Source: an optimization exercise on an open RTL-to-GDS flow (aim: small area). Production flows keep margins and buffers that such runs may drop. Where RTL was checked, it was by simulation tests only, not by an equivalence proof against the original.

==> module grid_maze_dfs_path_finder, before the edit <==
module grid_maze_dfs_path_finder (
	input  logic       clk,
	input  logic       arst_n,
	input  logic       item_valid,
	output logic       item_stall,
	input  logic       cmd,
	input  logic [2:0] cell_row,
	input  logic [2:0] cell_col,
	input  logic       blocked,
	output logic       result_valid,
	input  logic       result_stall,
	output logic       found,
	output logic [2:0] path_row,
	output logic [2:0] path_col,
	output logic       last
);
	localparam logic [2:0] ST_IDLE = 3'd0;
	localparam logic [2:0] ST_EXP  = 3'd1;
	localparam logic [2:0] ST_SCAN = 3'd2;
	localparam logic [2:0] ST_MISS = 3'd3;
	localparam logic [2:0] ST_BACK = 3'd4;
	localparam logic [2:0] ST_EMIT = 3'd5;
	localparam logic [2:0] ST_EXPH = 3'd6;
	logic [2:0] state_q;
	logic [5:0] cur_q;       
	logic [1:0] cpd_q;       
	logic [1:0] dir_q;       
	logic [63:0] vis_q;
	logic [63:0] a_q;
	logic [63:0] b_q;
	logic idle;
	logic to_pred;
	assign idle    = state_q == ST_IDLE;
	assign to_pred = state_q[2] && !state_q[1];
	logic [5:0] nb_idx;
	logic       nb_inb;
	gmdfs_neigh u_nb (
		.cur (cur_q),
		.dir (to_pred ? cpd_q : dir_q),
		.idx (nb_idx),
		.inb (nb_inb)
	);
	logic [5:0]  addr;
	logic [63:0] sel;
	logic        rd_vis;
	logic [1:0]  rd_dir;
	assign addr = idle ? {cell_row, cell_col} : nb_idx;
	gmdfs_dec u_dec (.addr(addr), .all(clr), .sel(sel));
	gmdfs_rd u_rd (.sel(sel), .vis(vis_q), .a(a_q), .b(b_q), .rd_vis(rd_vis), .rd_dir(rd_dir));
	logic free;
	logic child;
	assign free  = nb_inb && !rd_vis && !rd_dir[1];
	assign child = nb_inb && rd_vis && (rd_dir == {~dir_q[1], dir_q[0]});
	logic item_acc;
	logic result_acc;
	logic run_go;
	logic load_go;
	logic push;
	assign item_acc   = item_valid && !item_stall;
	assign result_acc = result_valid && !result_stall;
	assign run_go     = item_acc && cmd;
	assign load_go    = item_acc && !cmd;
	assign push       = (state_q == ST_EXP || state_q == ST_EXPH) && free;
	logic at_start;
	assign at_start = cur_q == 6'd0;
	assign item_stall   = !idle;
	assign result_valid = (state_q == ST_EMIT) || (state_q == ST_MISS);
	assign found        = state_q == ST_EMIT;
	assign path_row     = cur_q[5:3];
	assign path_col     = cur_q[2:0];
	assign last         = at_start;
	always_ff @(posedge clk or negedge arst_n) begin
		if (!arst_n) begin
			state_q <= ST_IDLE;
		end else begin
			case (state_q)
				ST_IDLE: if (run_go) state_q <= ST_EXP;
				ST_EXP: begin
					if (dir_q == gmdfs_pkg::DIR_RIGHT) state_q <= free ? ST_SCAN : ST_BACK;
					else if (free) state_q <= ST_EXPH;
				end
				ST_EXPH: if (dir_q == gmdfs_pkg::DIR_RIGHT) state_q <= ST_SCAN;
				ST_SCAN: begin
					if (child) state_q <= (nb_idx == 6'd63) ? ST_EMIT : ST_EXP;
					else if (dir_q == gmdfs_pkg::DIR_RIGHT) state_q <= ST_BACK;
				end
				ST_BACK: begin
					if (at_start) state_q <= ST_MISS;
					else if (cpd_q != gmdfs_pkg::DIR_LEFT) state_q <= ST_SCAN;
				end
				ST_EMIT: if (result_acc && at_start) state_q <= ST_IDLE;
				ST_MISS: if (result_acc) state_q <= ST_IDLE;
				default: state_q <= ST_IDLE;
			endcase
		end
	end
	always_ff @(posedge clk) begin
		case (state_q)
			ST_IDLE: begin
				cur_q   <= 6'd0;
				dir_q   <= gmdfs_pkg::DIR_UP;
			end
			ST_EXP, ST_EXPH: begin
				dir_q <= dir_q + 2'd1;
			end
			ST_SCAN: begin
				dir_q <= dir_q + 2'd1;
				if (child) begin
					cur_q <= nb_idx;
					cpd_q <= {~dir_q[1], dir_q[0]};
					dir_q <= gmdfs_pkg::DIR_UP;
				end
			end
			ST_BACK: begin
				if (!at_start) begin
					cur_q <= nb_idx;
					cpd_q <= rd_dir;
				end
				dir_q <= {~cpd_q[1], cpd_q[0]} + 2'd1;
			end
			ST_EMIT: begin
				if (result_acc) begin
					cur_q <= nb_idx;
					cpd_q <= rd_dir;
				end
			end
			default: ;
		endcase
	end
	logic clr;
	logic wr_vis;
	logic wr_a;
	logic wr_b;
	assign clr    = idle && run_go;
	assign wr_vis = !idle && (rd_vis || push);
	assign wr_a   = idle ? (load_go ? blocked : rd_dir[1] && !rd_vis) : push ? ~dir_q[1] : rd_dir[1];
	assign wr_b   = push ? dir_q[0] : rd_dir[0];
	assign vis_q[0] = 1'b1;
	assign a_q[0]   = 1'b0;
	assign b_q[0]   = 1'b0;
	for (genvar i = 1; i < 64; i++) begin : g_cell
		logic vis_ff;
		logic a_ff;
		logic a_in;
		assign vis_q[i] = vis_ff;
		always_ff @(posedge clk) begin
			if (sel[i]) vis_ff <= wr_vis;
		end
		if (i == 1 || i == 8) begin : g_x
			assign a_in   = wr_a;
			assign a_q[i] = a_ff;
			assign b_q[i] = i == 1;
		end else if (i == 9 || i == 55 || i == 62 || i == 63) begin : g_x
			assign a_in   = wr_vis ? wr_b : wr_a;
			assign a_q[i] = a_ff && !vis_ff;
			assign b_q[i] = a_ff;
		end else begin : g_a
			assign a_in   = wr_a;
			assign a_q[i] = a_ff;
			if (i == 7) begin : g_b
				assign b_q[i] = !a_ff;
			end else if (i == 56) begin : g_b
				assign b_q[i] = a_ff;
			end else begin : g_b
				logic b_ff;
				assign b_q[i] = b_ff;
				always_ff @(posedge clk) begin
					if (sel[i]) b_ff <= wr_b;
				end
			end
		end
		if (i == 1 || i == 8) begin : g_w
			always_ff @(posedge clk or negedge arst_n) begin
				if (!arst_n) a_ff <= 1'b0;
				else if (sel[i] && !clr) a_ff <= a_in;
			end
		end else begin : g_w
			always_ff @(posedge clk or negedge arst_n) begin
				if (!arst_n) a_ff <= 1'b0;
				else if (sel[i]) a_ff <= clr ? a_ff && !vis_ff : a_in;
			end
		end
	end
endmodule
Settings: LEC_CHECK=0, ABC_AREA=1, CAP_MARGIN=20, CORE_MARGIN=2, CORE_UTILIZATION=70, CTS_BUF_LIST=sky130_fd_sc_hd__clkbuf_8, SLEW_MARGIN=20; clock period 7.0 ns.
standard.sh (not shown) runs the stock make flow with config.mk's settings and CLKGATE_MAP_FILE= SYNTH_SCRIPT=/design/flow/synth_recipe.tcl, a recipe that flattens the netlist after the stock synthesis.
==> flow/flow/run.sh <==
#!/bin/bash
# Own layout flow: the standard synthesis, then the combinational
# logic of its netlist re-mapped by ABC for area (registers, tie cells and
# all names of registers kept as synthesized), then the standard layout
# from floorplan on, with the port buffers made of the smallest buffer and
# a clock tree of clkbuf_8 without dummy loads.
# Each tool's output goes to a log file of its own in this folder.
set -euo pipefail
here=$(pwd)
res=$here/orfs/results/${FLOW_PLATFORM}/grid_maze_dfs_path_finder/base
lib=$FLOW_HOME/platforms/${FLOW_PLATFORM}/lib/sky130_fd_sc_hd__tt_025C_1v80.lib

# 1. standard synthesis
bash standard.sh synth > synth.log 2>&1
cp "$res/1_2_yosys.v" 1_2_yosys.standard.v

# 2. re-map the combinational logic
dont_use=""
for c in $(tr -s ' \n' ' ' < flow/dont_use.txt); do dont_use="$dont_use -dont_use $c"; done
keep=$(grep -oE "sky130_fd_sc_hd__(df|edf|sdf|dl|conb)[a-z0-9_]*" 1_2_yosys.standard.v | sort -u | tr '\n' ' ')
printf 'set_driving_cell sky130_fd_sc_hd__buf_1\nset_load 5\n' > remap.constr
cat > remap.ys <<EOS
read_liberty -ignore_miss_func $lib
read_verilog 1_2_yosys.standard.v
hierarchy -top $FLOW_TOP
setattr -mod -set keep_hierarchy 1 $keep
flatten
opt_clean
abc -script $here/flow/remap.abc -liberty $lib $dont_use -constr $here/remap.constr -D 7000
opt_clean -purge
tee -o remap_stat.log stat -liberty $lib
select -module $FLOW_TOP
write_verilog -noattr -nohex -nodec -selected remapped.v
EOS
yosys -s remap.ys > remap.log 2>&1
cp remapped.v "$res/1_2_yosys.v"
rm -f "$res/1_synth.odb" "$res/1_synth.sdc"

# 3. standard layout from here
# clock tree of one buffer size, without dummy loads
cts_args="-sink_clustering_enable -repair_clock_nets -dont_use_dummy_load -buf_list sky130_fd_sc_hd__clkbuf_8"
bash standard.sh BUFFER_PORTS_ARGS="-buffer_cell sky130_fd_sc_hd__buf_1" CTS_ARGS="$cts_args" finish > layout.log 2>&1
Other scripts of this flow, unchanged in this note and not shown: flow/flow/dont_use.txt, flow/flow/remap.abc
Change:
--- a/flow/design.v
+++ b/flow/design.v
@@ -61,9 +61,9 @@
 	localparam logic [2:0] ST_BACK = 3'd4;
 	localparam logic [2:0] ST_EMIT = 3'd5;
-	localparam logic [2:0] ST_EXPH = 3'd6;
 	logic [2:0] state_q;
 	logic [5:0] cur_q;       
 	logic [1:0] cpd_q;       
 	logic [1:0] dir_q;       
+	logic       have_q;      
 	logic [63:0] vis_q;
 	logic [63:0] a_q;
@@ -72,5 +72,5 @@
 	logic to_pred;
 	assign idle    = state_q == ST_IDLE;
-	assign to_pred = state_q[2] && !state_q[1];
+	assign to_pred = state_q[2];
 	logic [5:0] nb_idx;
 	logic       nb_inb;
@@ -101,5 +101,5 @@
 	assign run_go     = item_acc && cmd;
 	assign load_go    = item_acc && !cmd;
-	assign push       = (state_q == ST_EXP || state_q == ST_EXPH) && free;
+	assign push       = (state_q == ST_EXP) && free;
 	logic at_start;
 	assign at_start = cur_q == 6'd0;
@@ -117,8 +117,6 @@
 				ST_IDLE: if (run_go) state_q <= ST_EXP;
 				ST_EXP: begin
-					if (dir_q == gmdfs_pkg::DIR_RIGHT) state_q <= free ? ST_SCAN : ST_BACK;
-					else if (free) state_q <= ST_EXPH;
-				end
-				ST_EXPH: if (dir_q == gmdfs_pkg::DIR_RIGHT) state_q <= ST_SCAN;
+					if (dir_q == gmdfs_pkg::DIR_RIGHT) state_q <= (have_q || free) ? ST_SCAN : ST_BACK;
+				end
 				ST_SCAN: begin
 					if (child) state_q <= (nb_idx == 6'd63) ? ST_EMIT : ST_EXP;
@@ -140,7 +138,10 @@
 				cur_q   <= 6'd0;
 				dir_q   <= gmdfs_pkg::DIR_UP;
-			end
-			ST_EXP, ST_EXPH: begin
+				have_q  <= 1'b0;
+			end
+			ST_EXP: begin
 				dir_q <= dir_q + 2'd1;
+				if (free) have_q <= 1'b1;
+				if (dir_q == gmdfs_pkg::DIR_RIGHT) have_q <= 1'b0;
 			end
 			ST_SCAN: begin
=> Critical path depth climbs by 6. Sequential share of layout area went down by 0.20 points. Setup slack improves by 94 ps. Global-route usage rose by 1.1 points. Synthesized area rises slightly. Clock skew came out lower by 5.4 ps. Final area went up slightly. Wire length grows by a few percent. Non-clock buffer count increases by 4.
The RTL of the second run of this note was laid out without a check of its function.


== the baseline ==
grid_maze_dfs_path_finder, a different RTL version from the one above (not shown whole).
For scale: about 730 cells after synthesis, ~22 I/O pins.
==> module grid_maze_dfs_path_finder, before the edit <==
module grid_maze_dfs_path_finder (
	input  logic       clk,
	input  logic       arst_n,
	input  logic       item_valid,
	output logic       item_stall,
	input  logic       cmd,
	input  logic [2:0] cell_row,
	input  logic [2:0] cell_col,
	input  logic       blocked,
	output logic       result_valid,
	input  logic       result_stall,
	output logic       found,
	output logic [2:0] path_row,
	output logic [2:0] path_col,
	output logic       last
);
	localparam logic [2:0] ST_IDLE = 3'd0;
	localparam logic [2:0] ST_EXP  = 3'd1;
	localparam logic [2:0] ST_SCAN = 3'd2;
	localparam logic [2:0] ST_MISS = 3'd3;
	localparam logic [2:0] ST_BACK = 3'd4;
	localparam logic [2:0] ST_EMIT = 3'd5;
	logic [2:0] state_q;
	logic [5:0] cur_q;       
	logic [1:0] cpd_q;       
	logic [1:0] dir_q;       
	logic       have_q;      
	logic [63:0] vis_q;
	logic [63:0] a_q;
	logic [63:0] b_q;
	logic idle;
	logic to_pred;
	assign idle    = state_q == ST_IDLE;
	assign to_pred = state_q[2];
	logic [5:0] nb_idx;
	logic       nb_inb;
	gmdfs_neigh u_nb (
		.cur (cur_q),
		.dir (to_pred ? cpd_q : dir_q),
		.idx (nb_idx),
		.inb (nb_inb)
	);
	logic [5:0]  addr;
	logic [63:0] sel;
	logic        rd_vis;
	logic [1:0]  rd_dir;
	assign addr = idle ? {cell_row, cell_col} : nb_idx;
	gmdfs_dec u_dec (.addr(addr), .all(clr), .sel(sel));
	gmdfs_rd u_rd (.sel(sel), .vis(vis_q), .a(a_q), .b(b_q), .rd_vis(rd_vis), .rd_dir(rd_dir));
	logic free;
	logic child;
	assign free  = nb_inb && !rd_vis && !rd_dir[1];
	assign child = nb_inb && rd_vis && (rd_dir == {~dir_q[1], dir_q[0]});
	logic item_acc;
	logic result_acc;
	logic run_go;
	logic load_go;
	logic push;
	assign item_acc   = item_valid && !item_stall;
	assign result_acc = result_valid && !result_stall;
	assign run_go     = item_acc && cmd;
	assign load_go    = item_acc && !cmd;
	assign push       = (state_q == ST_EXP) && free;
	logic at_start;
	assign at_start = cur_q == 6'd0;
	assign item_stall   = !idle;
	assign result_valid = (state_q == ST_EMIT) || (state_q == ST_MISS);
	assign found        = state_q == ST_EMIT;
	assign path_row     = cur_q[5:3];
	assign path_col     = cur_q[2:0];
	assign last         = at_start;
	always_ff @(posedge clk or negedge arst_n) begin
		if (!arst_n) begin
			state_q <= ST_IDLE;
		end else begin
			case (state_q)
				ST_IDLE: if (run_go) state_q <= ST_EXP;
				ST_EXP: begin
					if (dir_q == gmdfs_pkg::DIR_RIGHT) state_q <= (have_q || free) ? ST_SCAN : ST_BACK;
				end
				ST_SCAN: begin
					if (child) state_q <= (nb_idx == 6'd63) ? ST_EMIT : ST_EXP;
					else if (dir_q == gmdfs_pkg::DIR_RIGHT) state_q <= ST_BACK;
				end
				ST_BACK: begin
					if (at_start) state_q <= ST_MISS;
					else if (cpd_q != gmdfs_pkg::DIR_LEFT) state_q <= ST_SCAN;
				end
				ST_EMIT: if (result_acc && at_start) state_q <= ST_IDLE;
				ST_MISS: if (result_acc) state_q <= ST_IDLE;
				default: state_q <= ST_IDLE;
			endcase
		end
	end
	always_ff @(posedge clk) begin
		case (state_q)
			ST_IDLE: begin
				cur_q   <= 6'd0;
				dir_q   <= gmdfs_pkg::DIR_UP;
				have_q  <= 1'b0;
			end
			ST_EXP: begin
				dir_q <= dir_q + 2'd1;
				if (free) have_q <= 1'b1;
				if (dir_q == gmdfs_pkg::DIR_RIGHT) have_q <= 1'b0;
			end
			ST_SCAN: begin
				dir_q <= dir_q + 2'd1;
				if (child) begin
					cur_q <= nb_idx;
					cpd_q <= {~dir_q[1], dir_q[0]};
					dir_q <= gmdfs_pkg::DIR_UP;
				end
			end
			ST_BACK: begin
				if (!at_start) begin
					cur_q <= nb_idx;
					cpd_q <= rd_dir;
				end
				dir_q <= {~cpd_q[1], cpd_q[0]} + 2'd1;
			end
			ST_EMIT: begin
				if (result_acc) begin
					cur_q <= nb_idx;
					cpd_q <= rd_dir;
				end
			end
			default: ;
		endcase
	end
	logic clr;
	logic wr_vis;
	logic wr_a;
	logic wr_b;
	assign clr    = idle && run_go;
	assign wr_vis = !idle && (rd_vis || push);
	assign wr_a   = idle ? (load_go ? blocked : rd_dir[1] && !rd_vis) : rd_dir[1] || (push && !dir_q[1]);
	assign wr_b   = rd_vis ? rd_dir[0] : dir_q[0];
	assign vis_q[0] = 1'b1;
	assign a_q[0]   = 1'b0;
	assign b_q[0]   = 1'b0;
	for (genvar i = 1; i < 64; i++) begin : g_cell
		logic vis_ff;
		logic a_ff;
		logic a_in;
		assign vis_q[i] = vis_ff;
		always_ff @(posedge clk) begin
			if (sel[i]) vis_ff <= wr_vis;
		end
		if (i == 1 || i == 8) begin : g_x
			assign a_in   = wr_a;
			assign a_q[i] = a_ff;
			assign b_q[i] = i == 1;
		end else if (i == 9 || i == 63) begin : g_x
			assign a_in   = wr_vis ? wr_b : wr_a;
			assign a_q[i] = a_ff && !vis_ff;
			assign b_q[i] = a_ff;
		end else begin : g_a
			assign a_in   = wr_a;
			assign a_q[i] = a_ff;
			if (i == 7) begin : g_b
				assign b_q[i] = !a_ff;
			end else if (i == 56) begin : g_b
				assign b_q[i] = a_ff;
			end else begin : g_b
				logic b_ff;
				assign b_q[i] = b_ff;
				always_ff @(posedge clk) begin
					if (sel[i]) b_ff <= wr_b;
				end
			end
		end
		if (i == 1 || i == 8) begin : g_w
			always_ff @(posedge clk or negedge arst_n) begin
				if (!arst_n) a_ff <= 1'b0;
				else if (sel[i] && !clr) a_ff <= a_in;
			end
		end else begin : g_w
			always_ff @(posedge clk or negedge arst_n) begin
				if (!arst_n) a_ff <= 1'b0;
				else if (sel[i]) a_ff <= clr ? a_ff && !vis_ff : a_in;
			end
		end
	end
endmodule
Settings: LEC_CHECK=0, ABC_AREA=1, CAP_MARGIN=20, CORE_MARGIN=2, CORE_UTILIZATION=70, CTS_BUF_LIST=sky130_fd_sc_hd__clkbuf_8, SLEW_MARGIN=20; clock period 7.0 ns.
==> flow/flow/dont_use.txt <==
sky130_fd_sc_hd__lpflow_bleeder_1
sky130_fd_sc_hd__lpflow_clkbufkapwr_1
sky130_fd_sc_hd__lpflow_clkbufkapwr_16
sky130_fd_sc_hd__lpflow_clkbufkapwr_2
sky130_fd_sc_hd__lpflow_clkbufkapwr_4
sky130_fd_sc_hd__lpflow_clkbufkapwr_8
sky130_fd_sc_hd__lpflow_clkinvkapwr_1
sky130_fd_sc_hd__lpflow_clkinvkapwr_16
sky130_fd_sc_hd__lpflow_clkinvkapwr_2
sky130_fd_sc_hd__lpflow_clkinvkapwr_4
sky130_fd_sc_hd__lpflow_clkinvkapwr_8
sky130_fd_sc_hd__lpflow_decapkapwr_12
sky130_fd_sc_hd__lpflow_decapkapwr_3
sky130_fd_sc_hd__lpflow_decapkapwr_4
sky130_fd_sc_hd__lpflow_decapkapwr_6
sky130_fd_sc_hd__lpflow_decapkapwr_8
sky130_fd_sc_hd__lpflow_inputiso0n_1
sky130_fd_sc_hd__lpflow_inputiso0p_1
sky130_fd_sc_hd__lpflow_inputiso1n_1
sky130_fd_sc_hd__lpflow_inputiso1p_1
sky130_fd_sc_hd__lpflow_inputisolatch_1
sky130_fd_sc_hd__lpflow_isobufsrc_1
sky130_fd_sc_hd__lpflow_isobufsrc_16
sky130_fd_sc_hd__lpflow_isobufsrc_2
sky130_fd_sc_hd__lpflow_isobufsrc_4
sky130_fd_sc_hd__lpflow_isobufsrc_8
sky130_fd_sc_hd__lpflow_isobufsrckapwr_16
sky130_fd_sc_hd__lpflow_lsbuf_lh_hl_isowell_tap_1
sky130_fd_sc_hd__lpflow_lsbuf_lh_hl_isowell_tap_2
sky130_fd_sc_hd__lpflow_lsbuf_lh_hl_isowell_tap_4
sky130_fd_sc_hd__lpflow_lsbuf_lh_isowell_4
sky130_fd_sc_hd__lpflow_lsbuf_lh_isowell_tap_1
sky130_fd_sc_hd__lpflow_lsbuf_lh_isowell_tap_2
sky130_fd_sc_hd__lpflow_lsbuf_lh_isowell_tap_4
sky130_fd_sc_hd__probe_p_8
sky130_fd_sc_hd__probec_p_8
==> flow/flow/remap.abc <==
&get -n
&st
&dch
&nf -R 1000
&st
&dch
&nf -R 1000
&put
Scripts as last shown in full above: flow/flow/run.sh
The baseline: no failed stages, no open violations at the end
## Diff of input files: the candidate against the baseline
diff --git a/flow/design.v b/flow/design.v
--- a/flow/design.v
+++ b/flow/design.v
@@ -174,8 +174,8 @@
 	logic wr_b;
 	assign clr    = idle && run_go;
 	assign wr_vis = !idle && (rd_vis || push);
-	assign wr_a   = idle ? (load_go ? blocked : rd_dir[1] && !rd_vis) : rd_dir[1] || (push && !dir_q[1]);
-	assign wr_b   = rd_vis ? rd_dir[0] : dir_q[0];
+	assign wr_a   = idle ? (load_go ? blocked : rd_dir[1] && !rd_vis) : push ? ~dir_q[1] : rd_dir[1];
+	assign wr_b   = push ? dir_q[0] : rd_dir[0];
 	assign vis_q[0] = 1'b1;
 	assign a_q[0]   = 1'b0;
 	assign b_q[0]   = 1'b0;
Results
Per the comparison of the candidate with the baseline, number of cells in the design after placement saw a decrease. Diff the baseline -> the candidate: multi-input gate count fell by 0.75%; cell area fell by 0.89%. Diff the baseline -> the candidate | global-route wire length before repair | down slightly. The setup slack of the candidate is smaller than that of the baseline. Against the baseline, the candidate comes in 0.58% higher on post-detailed-route via-to-cell ratio. Fmax, the baseline and the candidate: smaller value in the candidate. Between the candidate and the baseline, the effective utilization at floorplan figures differ only marginally.
For the baseline, only the layout was checked, not whether the RTL still works.

==> port drivers added, routing unchanged <==
Ports are ideal in the flow. The routed layouts listed here were re-timed in OpenROAD. Step 1 assumes that a clkbuf_16 drives the clock port and a buf_2 every other input. Step 2 adds t to the input delays and takes it off the output delays; t is the mean of the earliest and latest rising clock arrival at the registers after step 1. Input paths then give back, and output paths get back, about the clock's delay inside the block. Slacks: ideal ports / drivers / drivers and shift; pairs: ideal ports / drivers.
run	shift t [ns]	setup WS [ns]	worst setup path after step 2	slew at the worst register clock pin (ns)
the first run of note 1	0.509	0.606 / 0.606 / 0.606	register to register	0.11 / 0.11
the second run of note 1	0.518	0.700 / 0.700 / 0.700	register to register	0.11 / 0.11
the baseline	0.493	0.630 / 0.630 / 0.630	register to register	0.10 / 0.10
the candidate	0.492	0.303 / 0.303 / 0.303	register to register	0.10 / 0.10
After both steps every run listed still meets setup and hold.
